This design comes from an exercise in tuning for small area on the open sky130 flow, not from production work.
The RTL was checked by simulation tests, not by an equivalence proof against the original design.
Power is estimated from default activity; no workload was simulated.

==> module instruction_memory, before the edit <==
module instruction_memory (
   input  logic                   clk,
   input  logic [INS_POINTS*4-1:0] ins_enable,
   input  loader_pkg::byte_t      ins_byte,
   input  logic [TAP_POINTS-1:0]  tap_hot,
   input  logic [TAP_SPACING-1:0] fine_hot,
   output loader_pkg::word_t      read_data
);
   localparam int W = 32;
   localparam int TSB = $clog2(TAP_SPACING);
   logic [RING_LEN*W-1:0] ring;
   logic [RING_LEN*W-1:0] ring_next;
   logic [W-1:0]           ring_in [INS_POINTS];
   logic [INS_POINTS*4-1:0] ins_hold;
   assign ins_hold = ~ins_enable;
   always_comb begin
      ring_next = {ring[(RING_LEN-1)*W-1:0], ring[(RING_LEN-1)*W +: W]};
   end
   for (genvar j = 0; j < INS_POINTS; j++) begin : g_ins
      for (genvar b = 0; b < W; b++) begin : g_bit
         localparam int SLOT = j*INS_SPACING + 1;
         localparam int LANE = 3 - b/8;
         lp_ao22 u_ins (
            .a1 (ins_enable[j*4+LANE]), .a2 (ins_byte[b%8]),
            .b1 (ins_hold[j*4+LANE]),   .b2 (ring[(SLOT-1)*W + b]),
            .y  (ring_in[j][b])
         );
      end
   end
   always_ff @(posedge clk) begin
      for (int s = 0; s < RING_LEN; s++) begin
         if (s % INS_SPACING == 1) ring[s*W +: W] <= ring_in[s/INS_SPACING];
         else                      ring[s*W +: W] <= ring_next[s*W +: W];
      end
   end
   logic [W-1:0] taps [TAP_POINTS];
   always_comb begin
      for (int i = 0; i < TAP_POINTS; i++)
         taps[i] = ring[((i*TAP_SPACING + TAP_OFFSET) % RING_LEN)*W +: W];
   end
   logic [W-1:0] tap_word;
   logic [W-1:0] delay [TAP_SPACING-1];
   for (genvar b = 0; b < W; b++) begin : g_rd
      logic [10:0] g;
      logic [2:0]  n;
      logic [2:0]  f;
      for (genvar k = 0; k < 10; k++) begin : g_aoi
         lp_aoi222 u_aoi (
            .a1 (taps[3*k][b]),   .a2 (tap_hot[3*k]),
            .b1 (taps[3*k+1][b]), .b2 (tap_hot[3*k+1]),
            .c1 (taps[3*k+2][b]), .c2 (tap_hot[3*k+2]),
            .y  (g[k])
         );
      end
      lp_aoi22 u_aoi_last (
         .a1 (taps[30][b]), .a2 (tap_hot[30]),
         .b1 (taps[31][b]), .b2 (tap_hot[31]),
         .y  (g[10])
      );
      lp_nand4 u_n0 (.a (g[0]), .b (g[1]), .c (g[2]),  .d (g[3]), .y (n[0]));
      lp_nand4 u_n1 (.a (g[4]), .b (g[5]), .c (g[6]),  .d (g[7]), .y (n[1]));
      lp_nand3 u_n2 (.a (g[8]), .b (g[9]), .c (g[10]),             .y (n[2]));
      lp_or3   u_or (.a (n[0]), .b (n[1]), .c (n[2]), .y (tap_word[b]));
      lp_aoi222 u_f0 (
         .a1 (tap_word[b]), .a2 (fine_hot[0]),
         .b1 (delay[0][b]), .b2 (fine_hot[1]),
         .c1 (delay[1][b]), .c2 (fine_hot[2]),
         .y  (f[0])
      );
      lp_aoi222 u_f1 (
         .a1 (delay[2][b]), .a2 (fine_hot[3]),
         .b1 (delay[3][b]), .b2 (fine_hot[4]),
         .c1 (delay[4][b]), .c2 (fine_hot[5]),
         .y  (f[1])
      );
      lp_aoi22 u_f2 (
         .a1 (delay[5][b]), .a2 (fine_hot[6]),
         .b1 (delay[6][b]), .b2 (fine_hot[7]),
         .y  (f[2])
      );
      lp_nand3 u_out (.a (f[0]), .b (f[1]), .c (f[2]), .y (read_data[b]));
   end
   always_ff @(posedge clk) begin
      delay[0] <= tap_word;
      for (int k = 1; k < TAP_SPACING-1; k++) delay[k] <= delay[k-1];
   end
endmodule
==> module lp_aoi22, before the edit <==
module lp_aoi22 (input logic a1, a2, b1, b2, output logic y);
   assign y = ~((a1 & a2) | (b1 & b2));
endmodule
==> module lp_nand3, before the edit <==
module lp_nand3 (input logic a, b, c, output logic y);
   assign y = ~(a & b & c);
endmodule
export LEC_CHECK = 0
export CAP_MARGIN = 20
export CORE_MARGIN = 2
export CORE_UTILIZATION = 60
export CTS_CLUSTER_DIAMETER = 100
export CTS_CLUSTER_SIZE = 30
export PLACE_DENSITY = 0.7
export SLEW_MARGIN = 20
export SYNTH_HIERARCHICAL = 1
export SYNTH_MEMORY_MAX_BITS = 65536
create_clock -name core_clock -period 8.0 [get_ports {clk}]
run.sh (not shown) runs the stock make flow with config.mk's settings and CLKGATE_MAP_FILE= SYNTH_SCRIPT=/design/flow/synth_recipe.tcl, a recipe that flattens the netlist after the stock synthesis.
Then changed:
--- a/flow/design.v
+++ b/flow/design.v
@@ -209,31 +209,30 @@
       for (int i = 0; i < TAP_POINTS; i++)
          taps[i] = ring[((i*TAP_SPACING + TAP_OFFSET) % RING_LEN)*W +: W];
    end
    logic [W-1:0] tap_word;
    logic [W-1:0] delay [TAP_SPACING-1];
    for (genvar b = 0; b < W; b++) begin : g_rd
-      logic [10:0] g;
+      logic [9:0]  g;
       logic [2:0]  n;
-      logic [2:0]  f;
+      logic [1:0]  f;
       for (genvar k = 0; k < 10; k++) begin : g_aoi
          lp_aoi222 u_aoi (
             .a1 (taps[3*k][b]),   .a2 (tap_hot[3*k]),
             .b1 (taps[3*k+1][b]), .b2 (tap_hot[3*k+1]),
             .c1 (taps[3*k+2][b]), .c2 (tap_hot[3*k+2]),
             .y  (g[k])
          );
       end
-      lp_aoi22 u_aoi_last (
-         .a1 (taps[30][b]), .a2 (tap_hot[30]),
-         .b1 (taps[31][b]), .b2 (tap_hot[31]),
-         .y  (g[10])
-      );
-      lp_nand4 u_n0 (.a (g[0]), .b (g[1]), .c (g[2]),  .d (g[3]), .y (n[0]));
-      lp_nand4 u_n1 (.a (g[4]), .b (g[5]), .c (g[6]),  .d (g[7]), .y (n[1]));
-      lp_nand3 u_n2 (.a (g[8]), .b (g[9]), .c (g[10]),             .y (n[2]));
+      logic [1:0] p;
+      logic [1:0] q;
+      lp_nand2 u_p0 (.a (taps[30][b]), .b (tap_hot[30]), .y (p[0]));
+      lp_nand2 u_p1 (.a (taps[31][b]), .b (tap_hot[31]), .y (p[1]));
+      lp_nand4 u_n0 (.a (g[0]), .b (g[1]), .c (g[2]), .d (g[3]), .y (n[0]));
+      lp_nand4 u_n1 (.a (g[4]), .b (g[5]), .c (g[6]), .d (g[7]), .y (n[1]));
+      lp_nand4 u_n2 (.a (g[8]), .b (g[9]), .c (p[0]), .d (p[1]), .y (n[2]));
       lp_or3   u_or (.a (n[0]), .b (n[1]), .c (n[2]), .y (tap_word[b]));
       lp_aoi222 u_f0 (
          .a1 (tap_word[b]), .a2 (fine_hot[0]),
          .b1 (delay[0][b]), .b2 (fine_hot[1]),
          .c1 (delay[1][b]), .c2 (fine_hot[2]),
          .y  (f[0])
@@ -241,36 +240,30 @@
       lp_aoi222 u_f1 (
          .a1 (delay[2][b]), .a2 (fine_hot[3]),
          .b1 (delay[3][b]), .b2 (fine_hot[4]),
          .c1 (delay[4][b]), .c2 (fine_hot[5]),
          .y  (f[1])
       );
-      lp_aoi22 u_f2 (
-         .a1 (delay[5][b]), .a2 (fine_hot[6]),
-         .b1 (delay[6][b]), .b2 (fine_hot[7]),
-         .y  (f[2])
-      );
-      lp_nand3 u_out (.a (f[0]), .b (f[1]), .c (f[2]), .y (read_data[b]));
+      lp_nand2 u_q0 (.a (delay[5][b]), .b (fine_hot[6]), .y (q[0]));
+      lp_nand2 u_q1 (.a (delay[6][b]), .b (fine_hot[7]), .y (q[1]));
+      lp_nand4 u_out (.a (f[0]), .b (f[1]), .c (q[0]), .d (q[1]), .y (read_data[b]));
    end
    always_ff @(posedge clk) begin
       delay[0] <= tap_word;
       for (int k = 1; k < TAP_SPACING-1; k++) delay[k] <= delay[k-1];
    end
 endmodule
 module lp_ao22 (input logic a1, a2, b1, b2, output logic y);
    assign y = (a1 & a2) | (b1 & b2);
 endmodule
-module lp_aoi22 (input logic a1, a2, b1, b2, output logic y);
-   assign y = ~((a1 & a2) | (b1 & b2));
+module lp_nand2 (input logic a, b, output logic y);
+   assign y = ~(a & b);
 endmodule
 module lp_aoi222 (input logic a1, a2, b1, b2, c1, c2, output logic y);
    assign y = ~((a1 & a2) | (b1 & b2) | (c1 & c2));
 endmodule
-module lp_nand3 (input logic a, b, c, output logic y);
-   assign y = ~(a & b & c);
-endmodule
 module lp_nand4 (input logic a, b, c, d, output logic y);
    assign y = ~(a & b & c & d);
 endmodule
 module lp_or3 (input logic a, b, c, output logic y);
    assign y = a | b | c;
 endmodule
Count of clock-buffer cells in the layout goes up by 2.
Synthesized area is about the same.
Total power barely changes.
Die area stays flat.
Core utilization stays flat.
Worst setup slack is worse by 0.0099 ns.
Sequential power stays flat.
Via count goes up by 1.1%.

==> afterwards: timing with drivers on the ports <==
How much do the figures lean on ideal ports? The routed layouts below were timed once more, with nothing changed but the port constraints.
Step 1 sets driving cells, clkbuf_16 on the clock port and buf_2 on the other inputs (assumed; they add their load-dependent delay and slew).
Step 2 moves the port delays by t, midway between the first and last clock arrival at a register: inputs arrive t later, outputs are due t later. That takes back most of the time a late clock gives input paths.
Slacks: ideal ports / drivers / drivers and shift; pairs: ideal ports / drivers.
| run | t (ns) | setup WS [ns] | clock arrival spread, ns | cell pins on the clock port's net |
|---|---|---|---|---|
| the first run | 1.044 | 1.078 / 0.976 / 2.020 | 0.093 / 0.092 | 1 |
| the second run | 1.030 | 1.069 / 0.971 / 2.001 | 0.075 / 0.075 | 1 |
After both steps setup and hold are still met in every run listed.
